What follows belongs to an exercise in optimizing a design on an open flow for small area, a short achievable clock period and few clock cycles per item; a production flow would make more cautious choices.
In this exercise RTL edits were held to simulation tests only and were not proved equivalent to the original.
Power and IR drop assume default switching activity.

==> flow/design.v <==
package spq_pkg;
  localparam int TAG_W  = 16;
  localparam int PRIO_W = 8;
  localparam logic CMD_ENQ = 1'b0;
  localparam logic CMD_DEQ = 1'b1;
  typedef struct packed {
    logic              cmd;
    logic [TAG_W-1:0]  task_tag;
    logic [PRIO_W-1:0] prio;
  } in_word_t;
  typedef struct packed {
    logic [TAG_W-1:0] front_tag;
    logic             queue_empty;
    logic             overflow;
  } out_word_t;
  typedef struct packed {
    logic load_item;   
    logic exec;        
  } spq_cmd_t;
  typedef struct packed {
    logic full;
    logic empty;
  } spq_status_t;
endpackage
module spq_ctrl (
  input  logic clk,
  input  logic rst_n,
  input  logic in_valid,
  output logic in_ready,
  output logic out_valid,
  input  logic out_ready,
  output logic accept
);
  logic out_valid_r;
  assign in_ready  = !out_valid_r || out_ready;
  assign accept    = in_valid && in_ready;
  assign out_valid = out_valid_r;
  always_ff @(posedge clk) begin
    if (!rst_n) begin
      out_valid_r <= 1'b0;
    end else if (accept) begin
      out_valid_r <= 1'b1;
    end else if (out_ready) begin
      out_valid_r <= 1'b0;
    end
  end
endmodule
module spq_dp #(
  parameter int DEPTH = 16
) (
  input  logic               clk,
  input  logic               rst_n,
  input  logic               accept,
  input  spq_pkg::in_word_t  in_data,
  output spq_pkg::out_word_t out_data
);
  logic [spq_pkg::TAG_W-1:0]  tags_r  [DEPTH];
  logic [spq_pkg::PRIO_W-1:0] prios_r [DEPTH];
  logic [DEPTH-1:0]           valid_r;
  logic                       ovf_r;
  logic [DEPTH-1:0]           above;      
  logic [DEPTH-1:0]           sel_new, sel_up;
  logic                       is_enq, do_enq, do_deq;
  logic [spq_pkg::TAG_W-1:0]  front_r, second_tag;
  logic [DEPTH-2:0]           is_second;
  logic                       any_ahead;
  assign is_enq = (in_data.cmd == spq_pkg::CMD_ENQ);
  assign do_enq = accept && is_enq && !valid_r[DEPTH-1];
  assign do_deq = accept && !is_enq;
  function automatic logic prio_gt(input logic [spq_pkg::PRIO_W-1:0] a,
                                   input logic [spq_pkg::PRIO_W-1:0] b);
    logic gt;
    gt = 1'b0;
    for (int k = 0; k < spq_pkg::PRIO_W; k++) begin
      gt = (a[k] & ~b[k]) | (~(a[k] ^ b[k]) & gt);
    end
    prio_gt = gt;
  endfunction
  always_comb begin
    for (int i = 0; i < DEPTH; i++) begin
      above[i] = !valid_r[i] || prio_gt(prios_r[i], in_data.prio);
    end
    for (int i = 0; i < DEPTH; i++) begin
      sel_up[i]  = do_enq && (i > 0) && above[(i > 0) ? i - 1 : 0];
      sel_new[i] = do_enq && above[i] && ((i == 0) || !above[(i > 0) ? i - 1 : 0]);
    end
  end
  for (genvar g = 0; g < DEPTH; g++) begin : g_cell
    localparam int GP = (g > 0) ? g - 1 : 0;
    logic keep;
    assign keep = !(sel_up[g] || sel_new[g]);
    always_ff @(posedge clk) begin
      tags_r[g]  <= ({spq_pkg::TAG_W{keep}}        & tags_r[g])
                  | ({spq_pkg::TAG_W{sel_up[g]}}   & tags_r[GP])
                  | ({spq_pkg::TAG_W{sel_new[g]}}  & in_data.task_tag);
      prios_r[g] <= ({spq_pkg::PRIO_W{keep}}       & prios_r[g])
                  | ({spq_pkg::PRIO_W{sel_up[g]}}  & prios_r[GP])
                  | ({spq_pkg::PRIO_W{sel_new[g]}} & in_data.prio);
    end
  end
  always_ff @(posedge clk) begin
    if (!rst_n) begin
      valid_r <= '0;
    end else if (do_enq) begin
      valid_r <= {valid_r[DEPTH-2:0], 1'b1};
    end else if (do_deq) begin
      valid_r <= {1'b0, valid_r[DEPTH-1:1]};
    end
  end
  always_ff @(posedge clk) begin
    if (accept) begin
      ovf_r <= is_enq && valid_r[DEPTH-1];
    end
  end
  always_comb begin
    any_ahead  = 1'b0;
    second_tag = '0;
    for (int i = 0; i < DEPTH; i++) begin
      any_ahead = any_ahead || (valid_r[i] && above[i]);
    end
    for (int i = 0; i < DEPTH - 1; i++) begin
      is_second[i] = valid_r[i + 1] && ((i + 2 >= DEPTH) || !valid_r[(i + 2 < DEPTH) ? i + 2 : i]);
      second_tag   = second_tag | ({spq_pkg::TAG_W{is_second[i]}} & tags_r[i]);
    end
  end
  always_ff @(posedge clk) begin
    if (do_enq && !any_ahead) begin
      front_r <= in_data.task_tag;
    end else if (do_deq) begin
      front_r <= second_tag;
    end
  end
  assign out_data.front_tag   = front_r;
  assign out_data.queue_empty = !valid_r[0];
  assign out_data.overflow    = ovf_r;
endmodule
module sorted_priority_queue #(
  parameter int DEPTH = 16
) (
  input  logic               clk,
  input  logic               rst_n,
  input  logic               in_valid,
  output logic               in_ready,
  input  logic [24:0]        in_data,
  output logic               out_valid,
  input  logic               out_ready,
  output logic [17:0]        out_data
);
  spq_pkg::in_word_t  in_word;
  spq_pkg::out_word_t out_word;
  logic               accept;
  assign in_word  = in_data;
  assign out_data = out_word;
  spq_ctrl u_ctrl (
    .clk       (clk),
    .rst_n     (rst_n),
    .in_valid  (in_valid),
    .in_ready  (in_ready),
    .out_valid (out_valid),
    .out_ready (out_ready),
    .accept    (accept)
  );
  spq_dp #(
    .DEPTH (DEPTH)
  ) u_dp (
    .clk      (clk),
    .rst_n    (rst_n),
    .accept   (accept),
    .in_data  (in_word),
    .out_data (out_word)
  );
endmodule
==> flow/config.mk <==
export PLATFORM = sky130hd
export DESIGN_NAME = sorted_priority_queue
export DESIGN_NICKNAME = sorted_priority_queue
export VERILOG_FILES = /design/flow/design.v
export SDC_FILE = /design/flow/constraint.sdc
export NUM_CORES = 4
export LEC_CHECK = 0
export CAP_MARGIN = 20
export CORE_MARGIN = 2
export CORE_UTILIZATION = 40
export SETUP_SLACK_MARGIN = 2.5
export SLEW_MARGIN = 20
==> flow/constraint.sdc <==
create_clock -name core_clock -period 6.0 [get_ports {clk}]
set_input_delay 1.2000 -clock core_clock [delete_from_list [all_inputs] [get_ports {clk}]]
set_output_delay 1.2000 -clock core_clock [all_outputs]
set_load 0.01 [all_outputs]
run.sh (not shown) runs the stock make flow with config.mk's settings and CLKGATE_MAP_FILE= SYNTH_SCRIPT=/design/flow/synth_recipe.tcl, a recipe that flattens the netlist after the stock synthesis.
Testbench counts at the start, summed over its fixed seeds: cycles 16,008, items 16,000.
==> next run, changes <==
--- a/flow/design.v
+++ b/flow/design.v
@@ -57,15 +57,13 @@
   logic [spq_pkg::TAG_W-1:0]  tags_r  [DEPTH];
   logic [spq_pkg::PRIO_W-1:0] prios_r [DEPTH];
   logic [DEPTH-1:0]           valid_r;
   logic                       ovf_r;
   logic [DEPTH-1:0]           above;      
-  logic [DEPTH-1:0]           sel_new, sel_up;
+  logic [DEPTH-1:0]           sel_new, sel_up, is_front;
   logic                       is_enq, do_enq, do_deq;
-  logic [spq_pkg::TAG_W-1:0]  front_r, second_tag;
-  logic [DEPTH-2:0]           is_second;
-  logic                       any_ahead;
+  logic [spq_pkg::TAG_W-1:0]  front_tag;
   assign is_enq = (in_data.cmd == spq_pkg::CMD_ENQ);
   assign do_enq = accept && is_enq && !valid_r[DEPTH-1];
   assign do_deq = accept && !is_enq;
   function automatic logic prio_gt(input logic [spq_pkg::PRIO_W-1:0] a,
                                    input logic [spq_pkg::PRIO_W-1:0] b);
@@ -111,28 +109,17 @@
     if (accept) begin
       ovf_r <= is_enq && valid_r[DEPTH-1];
     end
   end
   always_comb begin
-    any_ahead  = 1'b0;
-    second_tag = '0;
+    front_tag = '0;
     for (int i = 0; i < DEPTH; i++) begin
-      any_ahead = any_ahead || (valid_r[i] && above[i]);
-    end
-    for (int i = 0; i < DEPTH - 1; i++) begin
-      is_second[i] = valid_r[i + 1] && ((i + 2 >= DEPTH) || !valid_r[(i + 2 < DEPTH) ? i + 2 : i]);
-      second_tag   = second_tag | ({spq_pkg::TAG_W{is_second[i]}} & tags_r[i]);
+      is_front[i] = valid_r[i] && ((i == DEPTH - 1) || !valid_r[(i < DEPTH - 1) ? i + 1 : i]);
+      front_tag   = front_tag | ({spq_pkg::TAG_W{is_front[i]}} & tags_r[i]);
     end
   end
-  always_ff @(posedge clk) begin
-    if (do_enq && !any_ahead) begin
-      front_r <= in_data.task_tag;
-    end else if (do_deq) begin
-      front_r <= second_tag;
-    end
-  end
-  assign out_data.front_tag   = front_r;
+  assign out_data.front_tag   = front_tag;
   assign out_data.queue_empty = !valid_r[0];
   assign out_data.overflow    = ovf_r;
 endmodule
 module sorted_priority_queue #(
   parameter int DEPTH = 16
=> Cell count climbs by 7.8%. Count of clock-buffer cells in the layout drops by 7. Non-clock buffer count climbs by 135. Register-to-register slack improves by 0.24 ns. Core utilization climbs by 3.6 points. Total power climbs by 8.8%. Fmax drops by 1.6%. Design area climbs by 9.2%. Via count climbs by 7.7%. Clock power barely changes. Synthesized area climbs by 0.78%. Worst setup slack degrades by 0.057 ns.
Testbench counts after the change, summed over its fixed seeds: cycles 16,008, items 16,000.

[what the ideal ports hide]
The results above use ideal ports. As a check the final layouts listed here were re-extracted and re-timed, cells and wires unchanged. Step 1: set_driving_cell puts a clkbuf_16 on clk and a buf_2 on each other input, an assumption about the parent block. Step 2 times the ports against the registers' clock, not the clock port: input delays grow and output delays shrink by t, the midpoint of the rising clock arrivals with the driver on. Slacks: ideal ports / drivers / drivers and shift; pairs: ideal ports / drivers.
| run | t, ns | setup WS [ns] | worst slew at a driven data input, ns |
|---|---|---|---|
| the first run | 0.657 | 2.456 / 2.491 / 1.834 | 0.06 |
| the second run | 0.633 | 2.399 / 2.343 / 1.966 | 0.06 |
After both steps setup and hold are still met in every run listed. For the first run, which loses most, drivers alone change the setup slack by +0.035 ns; drivers and shift together by -0.622 ns.
